Context: an optimization exercise on an open-source flow, tuned for small area. The choices shown serve that exercise and are no tape-out recipe. At most, simulation tests tie the RTL to the original design; equivalence was not proved. Power figures rest on the tool's default switching activity, not on a simulated workload.

// sensor_stream_arbiter
module sensor_stream_arbiter #(
  parameter int unsigned N_SENSORS = 8,
  parameter int unsigned DATA_W    = 110
) (
  input  logic                          clock,
  input  logic                          resetn,
  input  logic                          enable,
  input  logic [N_SENSORS-1:0]          sensor_ready,
  input  logic [N_SENSORS*DATA_W-1:0]   sensor_data,
  output logic [7:0]                    tx_data,
  output logic                          tx_valid,
  input  logic                          tx_ack,
  output logic                          busy,
  output logic [N_SENSORS-1:0]          overflow,
  input  logic                          clear_overflow
);
  localparam int unsigned NBYTES = (DATA_W + 7) / 8;    
  localparam int unsigned SH_W   = NBYTES * 8;
  logic                   valid;
  logic [2:0]             last;
  logic [N_SENSORS-1:0]   pending;
  logic [3:0]             cnt;         
  logic [N_SENSORS-1:0][DATA_W-1:0] hold;
  logic [N_SENSORS-1:0]   pol;
  logic [DATA_W-1:0]      pkt;         
  logic                   pkt_pol;
  logic [N_SENSORS-1:0] sel;
  logic [7:0]           above, hi;
  always_comb begin
    case (last)
      3'd0:    above = 8'b1111_1110;
      3'd1:    above = 8'b1111_1100;
      3'd2:    above = 8'b1111_1000;
      3'd3:    above = 8'b1111_0000;
      3'd4:    above = 8'b1110_0000;
      3'd5:    above = 8'b1100_0000;
      3'd6:    above = 8'b1000_0000;
      default: above = 8'b0000_0000;
    endcase
    hi  = pending & above;
    sel = '0;
    for (int k = 7; k >= 0; k--) if (pending[k]) sel = 8'(1) << k;
    if (|hi) begin
      sel = '0;
      for (int k = 7; k >= 0; k--) if (hi[k]) sel = 8'(1) << k;
    end
    if (valid) sel = '0;
  end
  logic [2:0]           gidx;
  always_comb begin
    gidx = 3'd0;
    for (int i = 0; i < N_SENSORS; i++) if (sel[i]) gidx = gidx | 3'(i);
  end
  ...
==> flow/config.mk <==
export PLATFORM = sky130hd
export DESIGN_NAME = sensor_stream_arbiter
export DESIGN_NICKNAME = sensor_stream_arbiter
export VERILOG_FILES = /design/flow/design.v
export SDC_FILE = /design/flow/constraint.sdc
export NUM_CORES = 4
export LEC_CHECK = 0
export CAP_MARGIN = 20
export CELL_PAD_IN_SITES_DETAIL_PLACEMENT = 1
export CORE_MARGIN = 2
export CORE_UTILIZATION = 40
export SLEW_MARGIN = 20
export SYNTH_HIERARCHICAL = 1
export SYNTH_MINIMUM_KEEP_SIZE = 0
export BUFFER_PORTS_ARGS = -buffer_cell sky130_fd_sc_hd__buf_1
export CTS_ARGS = -sink_clustering_enable -repair_clock_nets -dont_use_dummy_load -buf_list sky130_fd_sc_hd__clkbuf_16 -sink_clustering_size 28 -sink_clustering_max_diameter 100
==> flow/constraint.sdc <==
create_clock -name core_clock -period 8.0 [get_ports {clock}]
set_input_delay 1.6000 -clock core_clock [delete_from_list [all_inputs] [get_ports {clock}]]
set_output_delay 1.6000 -clock core_clock [all_outputs]
set_load 0.01 [all_outputs]
standard.sh (not shown) runs the stock make flow with config.mk's settings and CLKGATE_MAP_FILE= SYNTH_SCRIPT=/design/flow/synth_recipe.tcl, a recipe that flattens the netlist after the stock synthesis.
==> flow/flow/run.sh <==
#!/bin/bash
set -euo pipefail
cd "$(dirname "${BASH_SOURCE[0]}")/.."
cat >> config.mk <<'EOC'
export BUFFER_PORTS_ARGS = -buffer_cell sky130_fd_sc_hd__buf_1
export CTS_ARGS = -sink_clustering_enable -repair_clock_nets -dont_use_dummy_load -buf_list sky130_fd_sc_hd__clkbuf_16 -sink_clustering_size 28 -sink_clustering_max_diameter 100
EOC
bash standard.sh > standard_flow.log 2>&1
Edit:
Settings changed: CORE_UTILIZATION 40 to 45.
After rerunning: Die area is lower by roughly a tenth. Clock-buffer cell count is lower by 1. Non-clock buffer count is lower by 11. Flip-flop and latch count does not change. Worst setup slack loses 0.57 ns. Power is higher slightly. Routed wire length is higher by a few percent. Design area is lower slightly. Via count is higher by a few percent. Clock power is lower slightly. Hold slack gains 0.019 ns.
Edit:
==> flow/flow/run.sh (replaced) <==
#!/bin/bash
set -euo pipefail
cd "$(dirname "${BASH_SOURCE[0]}")/.."
cat >> config.mk <<'EOC'
export BUFFER_PORTS_ARGS = -buffer_cell sky130_fd_sc_hd__buf_1
export CTS_ARGS = -sink_clustering_enable -repair_clock_nets -dont_use_dummy_load -buf_list sky130_fd_sc_hd__clkbuf_16 -sink_clustering_size 26 -sink_clustering_max_diameter 100
EOC
bash standard.sh > standard_flow.log 2>&1
Settings changed: CORE_UTILIZATION 45 to 40, CTS_ARGS -sink_clustering_enable -repair_clock_nets -dont_use_dummy_load -buf_list sky130_fd_sc_hd__clkbuf_16 -sink_clustering_size 28 -sink_clustering_max_diameter 100 to -sink_clustering_enable -repair_clock_nets -dont_use_dummy_load -buf_list sky130_fd_sc_hd__clkbuf_16 -sink_clustering_size 26 -sink_clustering_max_diameter 100.
Result:
- The new run completed with no timing, DRC or antenna violations
- clock-buffer cell count goes up by 4
- sequential power goes down by about 0.9%
- clock power went up by about 5%
- cell area is higher by 0.54%
- final cell count rises by 1.9%


The RTL this note starts from:
==> flow/design.v <==
module sensor_stream_arbiter #(
  parameter int unsigned N_SENSORS = 8,
  parameter int unsigned DATA_W    = 110
) (
  input  logic                          clock,
  input  logic                          resetn,
  input  logic                          enable,
  input  logic [N_SENSORS-1:0]          sensor_ready,
  input  logic [N_SENSORS*DATA_W-1:0]   sensor_data,
  output logic [7:0]                    tx_data,
  output logic                          tx_valid,
  input  logic                          tx_ack,
  output logic                          busy,
  output logic [N_SENSORS-1:0]          overflow,
  input  logic                          clear_overflow
);
  localparam int unsigned NBYTES = (DATA_W + 7) / 8;    
  localparam int unsigned SH_W   = NBYTES * 8;
  logic                   valid;
  logic [2:0]             last;
  logic [N_SENSORS-1:0]   pending;
  logic [3:0]             cnt;         
  logic [N_SENSORS-1:0][DATA_W-1:0] hold;
  logic [N_SENSORS-1:0]   pol;
  logic [DATA_W-1:0]      pkt;         
  logic                   pkt_pol;
  logic [N_SENSORS-1:0] sel;
  logic [2:0]           gidx;
  always_comb begin
    gidx = 3'd0;
    for (int i = 0; i < N_SENSORS; i++) if (sel[i]) gidx = gidx | 3'(i);
  end
  wire grant = enable & (|sel);
  logic [DATA_W-1:0] pkt_n, g0_n, g1_n, g2_n;
  for (genvar b = 0; b < DATA_W; b++) begin : g_pkt
    sensor_stream_arbiter_aoi222 u_g0 (
      .a1(sel[0]), .a2(hold[0][b]), .b1(sel[1]), .b2(hold[1][b]),
      .c1(sel[2]), .c2(hold[2][b]), .y(g0_n[b]));
    sensor_stream_arbiter_aoi222 u_g1 (
      .a1(sel[3]), .a2(hold[3][b]), .b1(sel[4]), .b2(hold[4][b]),
      .c1(sel[5]), .c2(hold[5][b]), .y(g1_n[b]));
    sensor_stream_arbiter_aoi222 u_g2 (
      .a1(sel[6]), .a2(hold[6][b]), .b1(sel[7]), .b2(hold[7][b]),
      .c1(valid),  .c2(pkt[b]),     .y(g2_n[b]));
    assign pkt_n[b] = ~(g0_n[b] & g1_n[b] & g2_n[b]);
  end
  wire [SH_W-1:0] pkt_x = SH_W'(pkt);
  logic [7:0] pbyte_raw, pbyte;
  always_comb begin
    pbyte_raw = 8'h00;
    for (int k = 0; k < NBYTES; k++) if (cnt == 4'(k)) pbyte_raw = pkt_x[SH_W-1-8*k -: 8];
    pbyte = pbyte_raw ^ ({8{pkt_pol}} & ((cnt == 4'd0) ? 8'h3F : 8'hFF));
  end
  wire xfer = valid & tx_ack;
  wire done = xfer & (cnt == 4'(NBYTES));
  logic [N_SENSORS-1:0] cap, keep;
  always_comb for (int i = 0; i < N_SENSORS; i++) begin
    cap[i]  = sensor_ready[i] & (~pending[i] | (enable & sel[i]));
    keep[i] = ~sensor_ready[i] | (pending[i] ^ (enable & sel[i]));
  end
  logic                 valid_n;
  logic [2:0]           last_n;
  logic [N_SENSORS-1:0] pending_n, overflow_n;
  always_comb begin
    valid_n = grant | (valid & ~done);
    last_n  = grant ? gidx : last;
    for (int i = 0; i < N_SENSORS; i++) begin
      pending_n[i]  = cap[i] | (pending[i] & ~(enable & sel[i]));
      overflow_n[i] = (sensor_ready[i] & ~cap[i]) | (overflow[i] & ~clear_overflow);
    end
  end
  logic [7:0] above, hi, sel_n;
  always_comb begin
    case (last_n)
      3'd0:    above = 8'b1111_1110;
      3'd1:    above = 8'b1111_1100;
      3'd2:    above = 8'b1111_1000;
      3'd3:    above = 8'b1111_0000;
      3'd4:    above = 8'b1110_0000;
      3'd5:    above = 8'b1100_0000;
      3'd6:    above = 8'b1000_0000;
      default: above = 8'b0000_0000;
    endcase
    hi    = pending_n & above;
    sel_n = '0;
    for (int k = 7; k >= 0; k--) if (pending_n[k]) sel_n = 8'(1) << k;
    if (|hi) begin
      sel_n = '0;
      for (int k = 7; k >= 0; k--) if (hi[k]) sel_n = 8'(1) << k;
    end
    if (valid_n) sel_n = '0;
  end
  always_ff @(posedge clock or negedge resetn) begin
    if (!resetn) begin
      valid    <= 1'b0;
      last     <= 3'd7;
      pending  <= '0;
      overflow <= '0;
      sel      <= '0;
    end else begin
      valid    <= valid_n;
      last     <= last_n;
      pending  <= pending_n;
      overflow <= overflow_n;
      sel      <= sel_n;
    end
  end
  always_ff @(posedge clock) begin
    pkt <= pkt_n;
    if (!valid) pkt_pol <= |(sel & pol);
    if (!valid) begin
      cnt     <= 4'd0;
      tx_data <= {4'hA, 1'b0, gidx};
    end else if (tx_ack) begin
      cnt     <= {cnt[3] ^ (&cnt[2:0]), cnt[2] ^ (&cnt[1:0]), cnt[1] ^ cnt[0], ~cnt[0]};
      tx_data <= pbyte;
    end
    for (int i = 0; i < N_SENSORS; i++) begin
      hold[i] <= ~(({DATA_W{cap[i]}} | hold[i])
                 & ({DATA_W{keep[i]}} | sensor_data[i*DATA_W +: DATA_W]));
      pol[i]  <= cap[i] | ~pol[i];
    end
  end
  assign tx_valid = valid;
  assign busy     = valid;
endmodule
module sensor_stream_arbiter_aoi222 (
  input  logic a1, a2, b1, b2, c1, c2,
  output logic y
);
  assign y = ~((a1 & a2) | (b1 & b2) | (c1 & c2));
endmodule
Settings: LEC_CHECK=0, CAP_MARGIN=20, CELL_PAD_IN_SITES_DETAIL_PLACEMENT=1, CORE_MARGIN=2, CORE_UTILIZATION=40, SLEW_MARGIN=20, SYNTH_HIERARCHICAL=1, SYNTH_MINIMUM_KEEP_SIZE=0, BUFFER_PORTS_ARGS=-buffer_cell sky130_fd_sc_hd__buf_1, CTS_ARGS=-sink_clustering_enable -repair_clock_nets -dont_use_dummy_load -buf_list sky130_fd_sc_hd__clkbuf_16 -sink_clustering_size 26 -sink_clustering_max_diameter 100; clock period 8.0 ns.
==> flow/flow/run.sh <==
#!/bin/bash
set -euo pipefail
cd "$(dirname "${BASH_SOURCE[0]}")/.."
cat >> config.mk <<'EOC'
export BUFFER_PORTS_ARGS = -buffer_cell sky130_fd_sc_hd__buf_1
export CTS_ARGS = -sink_clustering_enable -repair_clock_nets -dont_use_dummy_load -buf_list sky130_fd_sc_hd__clkbuf_16 -sink_clustering_size 26 -sink_clustering_max_diameter 100
EOC
bash standard.sh > standard_flow.log 2>&1
==> next run, changes <==
- CAP_MARGIN: 20 -> 5
- SLEW_MARGIN: 20 -> 5
Effect: Design area is unchanged; clock-buffer cell count is unchanged; die area does not change; utilization does not change; wire length is unchanged; maximum frequency stays the same; non-clock buffer count does not change.


the reference run:
sensor_stream_arbiter, a different RTL version from the one above (not shown whole).
For scale: roughly 2,100 cells after synthesis, ~1,000 flip-flops, roughly 910 I/O pins, about 0.037 mm² of cells after synthesis.
==> flow/design.v (excerpt) <==
module sensor_stream_arbiter #(
  parameter int unsigned N_SENSORS = 8,
  parameter int unsigned DATA_W    = 110
) (
  input  logic                          clock,
  input  logic                          resetn,
  input  logic                          enable,
  input  logic [N_SENSORS-1:0]          sensor_ready,
  input  logic [N_SENSORS*DATA_W-1:0]   sensor_data,
  output logic [7:0]                    tx_data,
  output logic                          tx_valid,
  input  logic                          tx_ack,
  output logic                          busy,
  output logic [N_SENSORS-1:0]          overflow,
  input  logic                          clear_overflow
);
clock: 8.0 ns
lec_check: 0
cap_margin: 20
core_margin: 2
core_utilization: 40
slew_margin: 20
run.sh (not shown) runs the stock make flow with config.mk's settings and CLKGATE_MAP_FILE= SYNTH_SCRIPT=/design/flow/synth_recipe.tcl, a recipe that flattens the netlist after the stock synthesis.
Stock flow here: none of the scripts above is used.
The reference run: all stages complete, timing, DRC and antenna checks passed
The following lists how the trial run was set up differently from the reference run:
- CTS_BUF_LIST now sky130_fd_sc_hd__clkbuf_8, previously not set
- CTS_CLUSTER_SIZE now 30, previously not set
### Flow results
Route | the trial run vs the reference run | wire longer in the trial run
Having completed the whole flow, the trial run delivered a layout that passed the timing, DRC and antenna checks.
Comparing the reference run and the trial run, the lower register share of total power was measured on the reference run.
Compared with the reference run, the trial run shows a sequential share of layout area that is 0.51 points higher.
The trial run vs. the reference run: number of input and output port buffers inserted has remained practically unchanged, signed area change from the synthesized netlist to the final layout fell by 1.2 points, required arrival time at the worst endpoint moved up, final critical path time including I/O delays and setup down 0.13 ns, power dropped about 4%.
On worst hold slack, the reference run tracks the trial run almost exactly.
No functional check of the RTL was part of any run of this note.


Setup of north:
Another version of the RTL of sensor_stream_arbiter (not shown whole).
Size: roughly 1000 flip-flops, about 910 I/O pins, roughly 35000 um2 of cells after synthesis.
## sensor_stream_arbiter
module sensor_stream_arbiter #(
  parameter int unsigned N_SENSORS = 8,
  parameter int unsigned DATA_W    = 110
) (
  input  logic                          clock,
  input  logic                          resetn,
  input  logic                          enable,
  input  logic [N_SENSORS-1:0]          sensor_ready,
  input  logic [N_SENSORS*DATA_W-1:0]   sensor_data,
  output logic [7:0]                    tx_data,
  output logic                          tx_valid,
  input  logic                          tx_ack,
  output logic                          busy,
  output logic [N_SENSORS-1:0]          overflow,
  input  logic                          clear_overflow
);
Settings: LEC_CHECK=0, CAP_MARGIN=20, CORE_MARGIN=2, CORE_UTILIZATION=40, SLEW_MARGIN=20, SYNTH_HIERARCHICAL=1, SYNTH_MINIMUM_KEEP_SIZE=0, BUFFER_PORTS_ARGS=-buffer_cell sky130_fd_sc_hd__buf_1, CTS_ARGS=-sink_clustering_enable -repair_clock_nets -dont_use_dummy_load -buf_list sky130_fd_sc_hd__clkbuf_16 -sink_clustering_size 30 -sink_clustering_max_diameter 100; clock period 8.0 ns.
standard.sh (not shown) runs the stock make flow with config.mk's settings and CLKGATE_MAP_FILE= SYNTH_SCRIPT=/design/flow/synth_recipe.tcl, a recipe that flattens the netlist after the stock synthesis.
==> flow/flow/run.sh <==
#!/bin/bash
set -euo pipefail
cd "$(dirname "${BASH_SOURCE[0]}")/.."
cat >> config.mk <<'EOC'
export BUFFER_PORTS_ARGS = -buffer_cell sky130_fd_sc_hd__buf_1
export CTS_ARGS = -sink_clustering_enable -repair_clock_nets -dont_use_dummy_load -buf_list sky130_fd_sc_hd__clkbuf_16 -sink_clustering_size 30 -sink_clustering_max_diameter 100
EOC
bash standard.sh > standard_flow.log 2>&1
north ended with every stage complete and zero timing, DRC or antenna violations.
--- input diff north..south ---
# north
export LEC_CHECK = 0
export CAP_MARGIN = 20
export CORE_MARGIN = 2
export CORE_UTILIZATION = 40
export SLEW_MARGIN = 20
export SYNTH_HIERARCHICAL = 1
export SYNTH_MINIMUM_KEEP_SIZE = 0
export BUFFER_PORTS_ARGS = -buffer_cell sky130_fd_sc_hd__buf_1
export CTS_ARGS = -sink_clustering_enable -repair_clock_nets -dont_use_dummy_load -buf_list sky130_fd_sc_hd__clkbuf_16 -sink_clustering_size 30 -sink_clustering_max_diameter 100
create_clock -name core_clock -period 8.0 [get_ports {clock}]
# south
export LEC_CHECK = 0
export CAP_MARGIN = 20
export CELL_PAD_IN_SITES_DETAIL_PLACEMENT = 1
export CORE_MARGIN = 2
export CORE_UTILIZATION = 40
export SLEW_MARGIN = 20
export SYNTH_HIERARCHICAL = 1
export SYNTH_MINIMUM_KEEP_SIZE = 0
export BUFFER_PORTS_ARGS = -buffer_cell sky130_fd_sc_hd__buf_1
export CTS_ARGS = -sink_clustering_enable -repair_clock_nets -dont_use_dummy_load -buf_list sky130_fd_sc_hd__clkbuf_16 -sink_clustering_size 26 -sink_clustering_max_diameter 100
create_clock -name core_clock -period 8.0 [get_ports {clock}]
==> flow/flow/run.sh <==
#!/bin/bash
set -euo pipefail
cd "$(dirname "${BASH_SOURCE[0]}")/.."
cat >> config.mk <<'EOC'
export BUFFER_PORTS_ARGS = -buffer_cell sky130_fd_sc_hd__buf_1
export CTS_ARGS = -sink_clustering_enable -repair_clock_nets -dont_use_dummy_load -buf_list sky130_fd_sc_hd__clkbuf_16 -sink_clustering_size 26 -sink_clustering_max_diameter 100
EOC
bash standard.sh > standard_flow.log 2>&1
==> comparison <==
Diff south and north: delay of the slowest critical-path stage lower in north
For top-level I/O count, north and south come out practically identical.
Of south and north, the run reporting the higher total vias in the final route was south.
north has lower proportion of total power due to net switching than south.
Comparing south and north, sequential share of layout area is lower on south.
Across south and north, the outcome is the same: a clean finish for every run.
Higher final worst setup slack among south and north: north
Final worst-path cycle share in south vs north: up 0.30 points

-- port drivers added, routing unchanged --
How much do the figures lean on ideal ports? The routed layouts below were timed once more, with nothing changed but the port constraints. Step 1: set_driving_cell puts a clkbuf_16 on clock and a buf_2 on each other input, an assumption about the parent block. Step 2 times the ports against the registers' clock, not the clock port: input delays grow and output delays shrink by t, the midpoint of the rising clock arrivals with the driver on. Slacks: no drivers / after step 1 / after step 2; pairs: no drivers / after step 1.
| run | t, ns | setup WS [ns] | worst setup path at the end | worst register clock-pin slew, ns |
|---|---|---|---|---|
| the first run of note 1 | 0.678 | 3.514 / 3.514 / 3.472 | input to register | 0.12 / 0.12 |
| the second run of note 1 | 0.681 | 2.948 / 2.948 / 2.948 | register to register | 0.11 / 0.11 |
| the third run of note 1 | 0.678 | 3.470 / 3.470 / 3.470 | register to register | 0.11 / 0.11 |
| the first run of note 2 | 0.690 | 3.959 / 3.959 / 3.384 | input to register | 0.11 / 0.11 |
| the second run of note 2 | 0.690 | 3.959 / 3.959 / 3.384 | input to register | 0.11 / 0.11 |
| the reference run | 0.749 | 1.477 / 1.504 / 0.755 | input to register | 0.07 / 0.07 |
| the trial run | 0.885 | 1.612 / 1.634 / 0.748 | input to register | 0.07 / 0.07 |
| north | 0.678 | 4.107 / 4.090 / 3.412 | input to register | 0.12 / 0.12 |
| south | 0.685 | 4.083 / 4.060 / 3.375 | input to register | 0.11 / 0.11 |
After both steps setup and hold are still met in every run listed. The setup slack of the trial run, which loses most, moves by +0.022 ns with the drivers and by -0.864 ns with both steps.
